Background: an optimization exercise with open tools, aiming at small area, a short achievable clock period and few clock cycles. Do not read the settings as production practice.
For this run, only the layout was checked, not whether the RTL still works.
Power is estimated from default activity; no workload was simulated.

`flow/design.v`:
```
package ex_pkg;
  localparam int WIDTH_DEFAULT = 32;
  localparam logic [4:0] OP_SLL   = 5'b00000;
  localparam logic [4:0] OP_SRL   = 5'b00001;
  localparam logic [4:0] OP_SRA   = 5'b00010;
  localparam logic [4:0] OP_ROR   = 5'b00011;
  localparam logic [4:0] OP_SLLV  = 5'b00100;
  localparam logic [4:0] OP_SRLV  = 5'b00101;
  localparam logic [4:0] OP_SRAV  = 5'b00110;
  localparam logic [4:0] OP_RORV  = 5'b00111;
  localparam logic [4:0] OP_MUL   = 5'b10000;
  localparam logic [4:0] OP_DIVU  = 5'b10001;
  localparam logic [4:0] OP_MULHU = 5'b10010;
  localparam logic [4:0] OP_REMU  = 5'b10011;
  localparam logic [4:0] OP_ADD   = 5'b10110;
  localparam logic [4:0] OP_SUB   = 5'b10111;
  localparam logic [4:0] OP_AND   = 5'b11000;
  localparam logic [4:0] OP_OR    = 5'b11001;
  localparam logic [4:0] OP_XOR   = 5'b11010;
  localparam logic [4:0] OP_NOR   = 5'b11011;
  localparam logic [4:0] OP_SLT   = 5'b11111;
  typedef enum logic [0:0] {
    ST_IDLE   = 1'b0,
    ST_MULDIV = 1'b1
  } state_e;
  function automatic logic is_muldiv(input logic [4:0] op);
    is_muldiv = (op[4:2] == 3'b100);
  endfunction
endpackage
module ex_stage_rca #(
  parameter int N = 32
) (
  input  logic [N-1:0] a,
  input  logic [N-1:0] b,
  input  logic         ci,
  output logic [N-1:0] s,
  output logic         co
);
  logic [N:0] c;
  always_comb begin
    c[0] = ci;
    for (int i = 0; i < N; i++) begin
      s[i]   = a[i] ^ b[i] ^ c[i];
      c[i+1] = (a[i] & b[i]) | (c[i] & (a[i] ^ b[i]));
    end
    co = c[N];
  end
endmodule
module ex_stage_lzc (
  input  logic [31:0] x,
  output logic [5:0]  n       
);
  always_comb begin
    n = 6'd32;
    for (int i = 0; i < 32; i++) begin
      if (x[i]) n = 6'(31 - i);
    end
  end
endmodule
module ex_stage_funnel (
  input  logic [31:0] hi,
  input  logic [31:0] lo,
  input  logic [4:0]  amt,
  output logic [31:0] y
);
  logic [62:0] s0;
  logic [46:0] s1;
  logic [38:0] s2;
  logic [34:0] s3;
  logic [32:0] s4;
  always_comb begin
    s0 = {hi[30:0], lo};
    s1 = amt[4] ? s0[62:16] : s0[46:0];
    s2 = amt[3] ? s1[46:8]  : s1[38:0];
    s3 = amt[2] ? s2[38:4]  : s2[34:0];
    s4 = amt[1] ? s3[34:2]  : s3[32:0];
    y  = amt[0] ? s4[32:1]  : s4[31:0];
  end
endmodule
module ex_stage
#(
  parameter int WIDTH      = ex_pkg::WIDTH_DEFAULT,
  parameter int MULDIV_LAT = 4
) (
  input  logic             clk,
  input  logic             rst,
  input  logic             flush,
  input  logic             in_valid,
  output logic             in_ready,
  input  logic [4:0]       in_op,
  input  logic [4:0]       in_shamt,
  input  logic [4:0]       in_rd,
  input  logic [4:0]       in_rs_a,
  input  logic [4:0]       in_rs_b,
  input  logic [WIDTH-1:0] in_a,
  input  logic [WIDTH-1:0] in_b,
  input  logic             in_wen,
  output logic             out_valid,
  input  logic             out_ready,
  output logic [WIDTH-1:0] out_result,
  output logic [4:0]       out_rd,
  output logic             out_wen,
  output logic             out_zf,
  output logic             out_of,
  output logic             out_illegal
);
  localparam int M  = 4;           
  localparam int NM = 32 / M;      
  logic        iready_q;
  logic        xvalid_q;
  logic [31:0] xa_q, xb_q;
  logic [4:0]  xop_q, xrd_q, xrd2_q;   
  logic        xwen_q;
  logic        ovalid_q;
  logic [31:0] ores_q;
  logic [4:0]  ord_q, ord2_q;
  logic        owen_q, ozf_q, oof_q, oill_q;
  logic        rvalid_q;
  logic [31:0] r2_q;
  logic [4:0]  rrd_q;
  logic        rwen_q, rof_q, rill_q;
  logic        mdrun_q, align_q;
  logic [4:0]  cnt_q;
  logic [2:0]  mamt_q;            
  logic x_md, x_div, x_mul, x_hi, x_shift, x_addsub, x_logic, x_slt, x_ill;
  always_comb begin
    x_md     = (xop_q[4:2] == 3'b100);
    x_div    = x_md & xop_q[0];
    x_mul    = x_md & ~xop_q[0];
    x_hi     = xop_q[1];               
    x_shift  = (xop_q[4:3] == 2'b00);
    x_addsub = (xop_q[4:1] == 4'b1011);
    x_logic  = (xop_q[4:2] == 3'b110);
    x_slt    = (xop_q == 5'b11111);
    x_ill    = ~(x_shift | x_md | x_addsub | x_logic | x_slt);
  end
  logic ofree, md_go, md_start, md_sw, md_iter, md_fin, xfire;
  always_comb begin
    ofree    = ~ovalid_q | out_ready;
    md_go    = xvalid_q & x_md & ~mdrun_q & ~rvalid_q;
    md_iter  = mdrun_q & ~align_q;
  end
  logic [5:0] clza, clzb;
  ex_stage_lzc u_lza (.x(xa_q), .n(clza));
  ex_stage_lzc u_lzb (.x(xb_q), .n(clzb));
  logic       bzero, dneg;
  logic [6:0] sdiff;
  logic [5:0] blen, alen;
  logic [3:0] mdig, adig;       
  logic       mswap;
  always_comb begin
    bzero = clzb[5];
    sdiff = {1'b0, clzb} - {1'b0, clza};
    dneg  = sdiff[6];
    blen  = 6'd32 - clzb;
    mdig  = 4'((blen + 6'(M - 1)) / M);
    if (mdig == 4'd0) mdig = 4'd1;
    alen  = 6'd32 - clza;
    adig  = 4'((alen + 6'(M - 1)) / M);
    if (adig == 4'd0) adig = 4'd1;
    mswap = x_mul & (5'(adig) + 5'd2 <= 5'(mdig));
    md_sw    = md_go & mswap;
    md_start = md_go & ~mswap;
  end
  logic [31:0] f_hi, f_lo, sh_y;
  logic [4:0]  f_amt;
  ex_stage_funnel u_fun (.hi(f_hi), .lo(f_lo), .amt(f_amt), .y(sh_y));
  always_comb begin
    if (align_q) begin
      f_hi  = x_hi ? 32'd0 : r2_q;
      f_lo  = x_hi ? r2_q  : xb_q;
      f_amt = {mamt_q, 2'b00};
    end else if (x_md | (xop_q[1:0] == 2'b00)) begin
      f_hi  = {1'b0, xb_q[31:1]};
      f_lo  = {xb_q[0], 31'd0};
      f_amt = ~(x_md ? sdiff[4:0] : xa_q[4:0]);
    end else begin
      f_amt = xa_q[4:0];
      f_lo  = xb_q;
      case (xop_q[1:0])
        2'b01:   f_hi = 32'd0;
        2'b10:   f_hi = {32{xb_q[31]}};
        default: f_hi = xb_q;
      endcase
    end
  end
  logic [31:0]   mhi;
  logic [31:0]   mrow_in [M];
  logic [31:0]   mrow_s  [M];
  logic [M-1:0]  mrow_c;
  logic [31+M:0] msum;
  logic [31:0]   mhi_n, mlo_n;
  always_comb begin
    mhi = md_go ? 32'd0 : r2_q;
    mrow_in[0] = mhi;
    for (int j = 1; j < M; j++) mrow_in[j] = {mrow_c[j-1], mrow_s[j-1][31:1]};
  end
  for (genvar j = 0; j < M; j++) begin : g_mrow
    ex_stage_rca #(.N(32)) u_row (
      .a(mrow_in[j]), .b(xa_q & {32{xb_q[j]}}), .ci(1'b0),
      .s(mrow_s[j]), .co(mrow_c[j]));
  end
  always_comb begin
    msum[31+M:M-1] = {mrow_c[M-1], mrow_s[M-1]};
    for (int j = 0; j < M - 1; j++) msum[j] = mrow_s[j][0];
    mhi_n = msum[31+M:M];
    mlo_n = {msum[M-1:0], xb_q[31:M]};
  end
  logic [31:0] add_bx, sum;
  logic        sub, cout, ovf, slt;
  always_comb begin
    sub    = x_div | xop_q[0];
    add_bx = xb_q ^ {32{sub}};
  end
  ex_stage_rca #(.N(32)) u_add (.a(xa_q), .b(add_bx), .ci(sub), .s(sum), .co(cout));
  always_comb begin
    ovf = (xa_q[31] == add_bx[31]) & (sum[31] != xa_q[31]);
    slt = (xa_q[31] != xb_q[31]) ? xa_q[31] : sum[31];
  end
  logic [31:0] dr_n, dq_n;
  always_comb begin
    dr_n = cout ? sum : xa_q;
    dq_n = {(md_start ? {31{bzero}} : r2_q[30:0]), cout};
  end
  logic [31:0] xres, mdres;
  logic        xres_of;
  always_comb begin
    if (x_div) begin
      mdres = x_hi ? dr_n : dq_n;
    end else begin
      mdres = sh_y;
    end
    xres    = 32'd0;
    xres_of = 1'b0;
    if (x_md) xres = mdres;
    else if (x_shift) xres = sh_y;
    else if (x_addsub) begin
      xres    = sum;
      xres_of = ovf;
    end else if (x_logic) begin
      case (xop_q[1:0])
        2'b00:   xres = xa_q & xb_q;
        2'b01:   xres = xa_q | xb_q;
        2'b10:   xres = xa_q ^ xb_q;
        default: xres = ~(xa_q | xb_q);
      endcase
    end else if (x_slt) xres = {31'd0, slt};
  end
  logic md_next_al;
  always_comb begin
    md_next_al = 1'b0;
    if (md_start) begin
      md_fin     = x_div & (bzero | dneg);
      md_next_al = x_mul & (mdig == 4'd1);
    end else if (align_q) begin
      md_fin = 1'b1;
    end else begin
      md_fin     = (cnt_q == 5'd1) & x_div;
      md_next_al = (cnt_q == 5'd1) & x_mul;
    end
    xfire = xvalid_q & (x_md ? ((md_start | mdrun_q) & md_fin) : ~rvalid_q);
  end
  logic x_byp, o_byp, in_imsh;
  logic ma_x, ma_o, mb_x, mb_o, ma_x2, ma_o2, mb_x2, mb_o2;
  logic [31:0] cap_a, cap_b;
  always_comb begin
    in_imsh = (in_op[4:2] == 3'b000);
    x_byp = xvalid_q & xwen_q & ~x_ill & (xrd_q != 5'd0);
    o_byp = ovalid_q & owen_q & (ord_q != 5'd0);
    ma_x  = x_byp & (in_rs_a == xrd_q);
    ma_o  = o_byp & (in_rs_a == ord_q);
    mb_x  = x_byp & (in_rs_b == xrd_q);
    mb_o  = o_byp & (in_rs_b == ord_q);
    ma_x2 = x_byp & (in_rs_a == xrd2_q);
    ma_o2 = o_byp & (in_rs_a == ord2_q);
    mb_x2 = x_byp & (in_rs_b == xrd2_q);
    mb_o2 = o_byp & (in_rs_b == ord2_q);
    cap_a[15:0]  = ma_x  ? xres[15:0]  : (ma_o  ? ores_q[15:0]  : in_a[15:0]);
    cap_a[31:16] = ma_x2 ? xres[31:16] : (ma_o2 ? ores_q[31:16] : in_a[31:16]);
    if (in_imsh) cap_a[4:0] = in_shamt;
    cap_b[15:0]  = mb_x  ? xres[15:0]  : (mb_o  ? ores_q[15:0]  : in_b[15:0]);
    cap_b[31:16] = mb_x2 ? xres[31:16] : (mb_o2 ? ores_q[31:16] : in_b[31:16]);
  end
  logic        acc, held, mdrun_n, align_n, rvalid_n, ovalid_n, iready_n;
  logic [4:0]  cnt_n;
  logic [31:0] o_val;
  always_comb begin
    acc  = iready_q & in_valid;
    held = xvalid_q & ~xfire;            
    mdrun_n = mdrun_q;
    align_n = 1'b0;
    cnt_n   = cnt_q;
    if (md_start) begin
      mdrun_n = ~md_fin;
      align_n = md_next_al;
      cnt_n   = x_div ? 5'(sdiff[4:0] + 5'd1) : 5'(mdig - 4'd1);
    end else if (mdrun_q) begin
      mdrun_n = ~md_fin;
      align_n = md_next_al;
      cnt_n   = cnt_q - 5'd1;
    end
    rvalid_n = ~ofree & (rvalid_q | xfire);
    ovalid_n = ~ofree | rvalid_q | xfire;
    if (acc)
      iready_n = (in_op[4:2] != 3'b100) & ~rvalid_n;
    else if (held)
      iready_n = x_md ? (align_n | (mdrun_n & (cnt_n == 5'd1) & x_div))
                      : ~rvalid_n;
    else
      iready_n = ~rvalid_n;
    o_val = rvalid_q ? r2_q : xres;
    if (flush | rst) begin
      mdrun_n  = 1'b0;
      align_n  = 1'b0;
      rvalid_n = 1'b0;
      ovalid_n = 1'b0;
      iready_n = 1'b1;
    end
  end
  always_ff @(posedge clk) begin
    xvalid_q <= ~(flush | rst) & (acc | held);
    mdrun_q  <= mdrun_n;
    align_q  <= align_n;
    rvalid_q <= rvalid_n;
    ovalid_q <= ovalid_n;
    iready_q <= iready_n;
    cnt_q    <= cnt_n;
    if (md_start) begin
      mamt_q <= 3'(NM - int'(mdig));
    end
    if (iready_q) begin
      xa_q   <= cap_a;
      xb_q   <= cap_b;
      xop_q  <= in_op;
      xrd_q  <= in_rd;
      if (in_valid) xrd2_q <= in_rd;
      xwen_q <= in_wen;
    end else if (x_div & (md_start | md_iter)) begin
      if (cout & md_iter) xa_q <= sum;
      xb_q <= md_start ? sh_y : {1'b0, xb_q[31:1]};
    end else if (md_sw) begin
      xa_q <= xb_q;
      xb_q <= xa_q;
    end else if (x_mul & (md_start | md_iter)) begin
      xb_q <= mlo_n;
    end
    if (~rvalid_q) begin
      if ((md_start | md_iter) & ~md_fin) begin
        r2_q <= x_div ? (md_start ? 32'd0 : dq_n) : mhi_n;
      end else begin
        r2_q   <= xres;
        rrd_q  <= xrd_q;
        rwen_q <= xwen_q & ~x_ill;
        rof_q  <= xres_of;
        rill_q <= x_ill;
      end
    end
    if (ofree & (rvalid_q | xfire)) ord2_q <= rvalid_q ? rrd_q : xrd_q;
    if (ofree) begin
      ores_q <= o_val;
      ozf_q  <= (o_val == 32'd0);
      if (rvalid_q) begin
        ord_q  <= rrd_q;
        owen_q <= rwen_q;
        oof_q  <= rof_q;
        oill_q <= rill_q;
      end else begin
        ord_q  <= xrd_q;
        owen_q <= xwen_q & ~x_ill;
        oof_q  <= xres_of;
        oill_q <= x_ill;
      end
    end
  end
  assign in_ready    = iready_q;
  assign out_valid   = ovalid_q;
  assign out_result  = ores_q;
  assign out_rd      = ord_q;
  assign out_wen     = owen_q;
  assign out_zf      = ozf_q;
  assign out_of      = oof_q;
  assign out_illegal = oill_q;
endmodule
```
`flow/standard.sh`:
```
#!/bin/bash
# synth_recipe.tcl (not shown) runs the flow's synth.tcl, then flattens the netlist and writes it again
# the make line also repeats each setting of config.mk as NAME=value (left out here)
make -C /OpenROAD-flow-scripts/flow DESIGN_CONFIG=/design/flow/config.mk WORK_HOME=/design/flow/orfs CLKGATE_MAP_FILE= SYNTH_SCRIPT=/design/flow/synth_recipe.tcl "${@:-finish}"
```
`flow/constraint.sdc`:
```
create_clock -name core_clock -period 95.0 [get_ports {clk}]
set_input_delay 19.0000 -clock core_clock [delete_from_list [all_inputs] [get_ports {clk}]]
set_output_delay 19.0000 -clock core_clock [all_outputs]
set_load 0.01 [all_outputs]
```
`flow/flow/run.sh`:
```
#!/bin/bash
# Layout: the standard ORFS flow (standard.sh) with two changes:
#  - technology mapping uses an area-oriented ABC script (flow/abc.script)
#    in place of ORFS's abc_speed/abc_area scripts; everything else in
#    synthesis is ORFS's and the standard flow's own script, so the registers are the
#    standard synthesis's;
#  - ports are buffered with buf_1 cells.
# Each step's full output goes to a log file of its own in this folder.
set -euo pipefail
here=$(pwd)
rm -rf "$here/orfs_scripts"
cp -r "$FLOW_HOME/scripts" "$here/orfs_scripts"
cp "$here/flow/abc.script" "$here/orfs_scripts/abc_speed.script"
cp "$here/flow/abc.script" "$here/orfs_scripts/abc_area.script"
export SCRIPTS_DIR="$here/orfs_scripts"
export BUFFER_PORTS_ARGS="-buffer_cell sky130_fd_sc_hd__buf_1"
bash standard.sh synth > "$here/synth.log" 2>&1
bash standard.sh > "$here/layout.log" 2>&1
```
`flow/flow/abc.script`:
```
strash
&get -n
&st
&deepsyn -T 30
&dch
&nf
&put
```
`flow/config.mk`:
```
export PLATFORM = sky130hd
export DESIGN_NAME = ex_stage
export DESIGN_NICKNAME = ex_stage
export VERILOG_FILES = /design/flow/design.v
export SDC_FILE = /design/flow/constraint.sdc
export NUM_CORES = 4
export LEC_CHECK = 0
export ABC_AREA = 1
export CAP_MARGIN = 20
export CORE_MARGIN = 2
export CORE_UTILIZATION = 40
export SLEW_MARGIN = 20
```
==> run notes <==
buffer levels on the longest clock path = 2
timing-limited maximum frequency = 0.0468 GHz
Setup-failing EPs final = 0
number of buffer and inverter instances along the worst setup path = 1
layout-stage area growth over the synthesis result = 12.8%
largest clock skew in the final design = 0.0156 ns
unrepaired setup endpoints after global routing = false
clk root buf = sky130_fd_sc_hd__clkbuf_16
number of maximum-capacitance constraint violations = 0
number of hold-slack violations in the final timing report = 0
count of distinct cell types in the synthesized netlist = 57
layout cells sized above 1 = 0.0470
routed len/inst = 30.5 um
endpoint of the worst hold path = xvalid_q$_DFF_P_
kind of cell adding the most delay to the critical path = simple AND/OR/NAND/NOR gates
routed via count divided by cell count = 6.88
source of the worst register-to-register timing path = xop_q[3]$_DFFE_PP_
Clock Pin Slew Worst Setup and Hold Paths = 0.09 ns
Rel. slew slack = 0.150
number of port buffers = 137
worst hold margin = 0.518 ns
sequential share of the synthesized area = 0.268
utilization after layout = 0.455
via count of the first global-routing pass = 20,400
most common flop cell mapped by yosys = sky130_fd_sc_hd__edfxtp_1
cell count after synthesis = 2,155
Worst Path Max Fanout = 12
Worst Tran Pin Value = 1.26 ns
global-route wire length before repair = 136,000 um
total iterations of the first detailed-routing run = 10
DP Wirelength = 67,700 um
class of the most critical setup path = input port to register
Post-Place Worst Slack = 73.24 ns
number of design rule violations left after detail routing = 0
Die X-Extent = 226 um
number of antenna violations at the first check in global routing = 2
aggregate global routing overflow = 0
antenna-violating nets left = 0
Resized cells post-CTS = 0
Synthesized Nets = 2,498
CTS buffer count = 17
die area = 0.0511 mm2
Crit path required time = 95.25 ns
number of enable-type register cells in the synthesized netlist = 169
Worst IR Drop VDD = 0.0000168 V
area share of the largest cell type after synthesis = 0.257
proportion of synthesized flip-flops having asynchronous set or reset = 0
post-CTS setup repair buffer count = 0
initial DRC count = 3,133
Yosys Warn Count = 7
routed vias = 21,000
min setup slack post-route = 73.65 ns
outcome = no timing/DRC/antenna violations
Hold Path Class = register to register
clock tree from TritonCTS = yes
count of hold buffers inserted by post-cts repair = 0
areal power density over the cells = 22.9 mW/mm2
Total Power = 511 uW
TritonCTS Sinks = 180
clock latency on the worst-skew pair = 0.52 ns
depth of the worst hold-timing path = 2
Worst Setup End Kind = register
total detailed-routing wirelength = 93,100 um
number of nets in the finished design = 2,714
Worst Setup Start Kind = input port
Total Neg Setup Slack = 0 ns
weighted congestion reported at the end of routability-driven placement = 0.984
ports placed on the boundary = 138
most instantiated cells after synthesis = sky130_fd_sc_hd__nand2_1, sky130_fd_sc_hd__nor2_1, sky130_fd_sc_hd__o21ai_0, sky130_fd_sc_hd__edfxtp_1, sky130_fd_sc_hd__clkinv_1
Slew Limit Fails = 0
R2R setup slack = 74.44 ns
average cell area after synthesis = 9.15 um2
largest area contributor in the synthesized netlist = sky130_fd_sc_hd__edfxtp_1
static leakage = 0.00780 uW
Max stage delay on crit path = 0.81 ns
crit-path cells = buf_1, xnor2_1, nand3_1, nor4_1, and3_1, nand2_1, o22ai_1, a21oi_1, o21ai_0, a221oi_1
slowest stage cell on the critical path = sky130_fd_sc_hd__and3_1
synthesis-stage register bit count = 180
most repeated cell in the gate-level netlist after synthesis = sky130_fd_sc_hd__nand2_1
initial cell density of the core = 0.404
length in cells of the worst reg-to-reg path = 46
Core Region = 0.0488 mm2
Clock H-tree levels = 4
Synth Cell Area = 0.0197 mm2
endpoint arrival time on the critical path = 21.60 ns
critical hold path startpoint = xvalid_q$_DFF_P_
die height = 226 um
largest cells by area after synthesis = sky130_fd_sc_hd__edfxtp_1, sky130_fd_sc_hd__fa_1, sky130_fd_sc_hd__ha_1
largest net degree at the start of global routing = 54
Final Critical Period = 21.35 ns
overall global routing resource usage = 0.366
worst reg2reg endpoint = r2_q[30]$_DFFE_PN_
standard-cell row count = 81
Final period util = 0.225
[layout by cell type (no fill, tap or decap), types with 33 or more instances in the layout]
cell,instances
sky130_fd_sc_hd__a21oi_1,107
sky130_fd_sc_hd__a221oi_1,63
sky130_fd_sc_hd__a222oi_1,37
sky130_fd_sc_hd__a22oi_1,34
sky130_fd_sc_hd__buf_1,137
sky130_fd_sc_hd__buf_4,58
sky130_fd_sc_hd__clkinv_1,169
sky130_fd_sc_hd__edfxtp_1,169
sky130_fd_sc_hd__fa_1,156
sky130_fd_sc_hd__ha_1,92
sky130_fd_sc_hd__mux2i_1,57
sky130_fd_sc_hd__nand2_1,272
sky130_fd_sc_hd__nor2_1,228
sky130_fd_sc_hd__nor3_1,33
sky130_fd_sc_hd__o21ai_0,173
sky130_fd_sc_hd__o221ai_1,71
sky130_fd_sc_hd__o22ai_1,53
sky130_fd_sc_hd__xnor2_1,55
[report_power, final]
| group | total (uW) | internal (uW) | switching (uW) |
|---|---|---|---|
| clock network | 75.0 | 35.1 | 39.9 |
| logic | 301 | 120 | 182 |
| registers | 134 | 104 | 30.1 |
[layer usage]
| metal | vias to the layer above | GRT usage | routed length [um] |
|---|---|---|---|
| met3 | 351 | 0.0932 | 10900 |
| met1 | 10300 | 0.493 | 37300 |
| met4 | 2 | 0.195 | 5200 |
| li1 | 8771 | - | - |
| met2 | 1572 | 0.539 | 39700 |
| met5 | - | 0 | 19 |
[flip-flops by register name, indices dropped and copies added (netlist names), 3 cells and up]
signal / cells
cnt_q: 5
mamt_q: 3
ord2_q: 5
ord_q: 5
ores_q: 32
r2_q: 32
rrd_q: 5
xa_q: 32
xb_q: 32
xop_q: 5
xrd2_q: 5
xrd_q: 5
[kinds of logic after synthesis]
group / Yosys count / synth area share
AO/OA/AOI/OAI: 715 / 0.255
multiplexers: 81 / 0.0426
XOR/XNOR: 82 / 0.0364
buffers and inverters: 168 / 0.0320
flip-flops: 180 / 0.268
AND/OR/NAND/NOR: 681 / 0.149
adder cells (fa/ha/maj): 248 / 0.217
[worst max path at each step]
stage                    start                end  slack, ns  cells after the start
floorplan           in_rs_a[1]  xa_q[4]$_DFFE_PP_      74.06                     10
finish              in_rs_a[4]  xa_q[4]$_DFFE_PP_      73.65                     10
global placement    in_rs_a[1]  xa_q[3]$_DFFE_PP_      73.34                     10
global route        in_rs_a[3]  xa_q[4]$_DFFE_PP_      73.58                     10
detailed placement  in_rs_a[2]  xa_q[4]$_DFFE_PP_      73.24                     10
CTS                 in_rs_a[2]  xa_q[4]$_DFFE_PP_      73.80                     10
[area by class of cell]
class                           instances  area [um2]
Sequential cell                       180        5300
Clock buffer                           17         425
Multi-Input combinational cell       1807       13900
Tap cell                              664         831
Timing Repair Buffer                  197         982
Antenna cell                            1        2.50
Clock inverter                         15         160
Inverter                              168         631
Fill cell                            4867       26600
[tightest hold or removal path, stage by stage, from the launching register on]
cell,delay (ns)
sky130_fd_sc_hd__dfxtp_1,0.35
sky130_fd_sc_hd__nand3_1,0.08
sky130_fd_sc_hd__a21oi_1,0.05
[stage by stage]
stage,cell area [um2],instances
after floorplan,19700,2155
after global placement,21600,3014
after detailed placement,21600,3014
after CTS,22200,3046
after global routing,22200,3048
final,22300,3049

## static timing again, ports no longer ideal
In the flow no input, the clock included, has a driving cell. The finished layout below was timed again as built, in two steps. Step 1 assumes that a clkbuf_16 drives the clock port and a buf_2 every other input. Step 2 also shifts input and output timing later by t, the mid clock arrival at the registers, as if the neighbouring blocks saw the same clock. a / b / c = ideal / step 1 / step 2; a / b = the first two.
t (ns): 0.567
setup slack, ns: 73.646 / 73.674 / 73.107
hold slack, ns: 0.518 / 0.518 / 0.518
latest minus earliest clock arrival (ns): 0.016 / 0.016
worst slew at a driven data input, ns: 0.05
After both steps this run still meets setup and hold. The setup slack of this run moves by +0.028 ns with the drivers and by -0.539 ns with both steps.
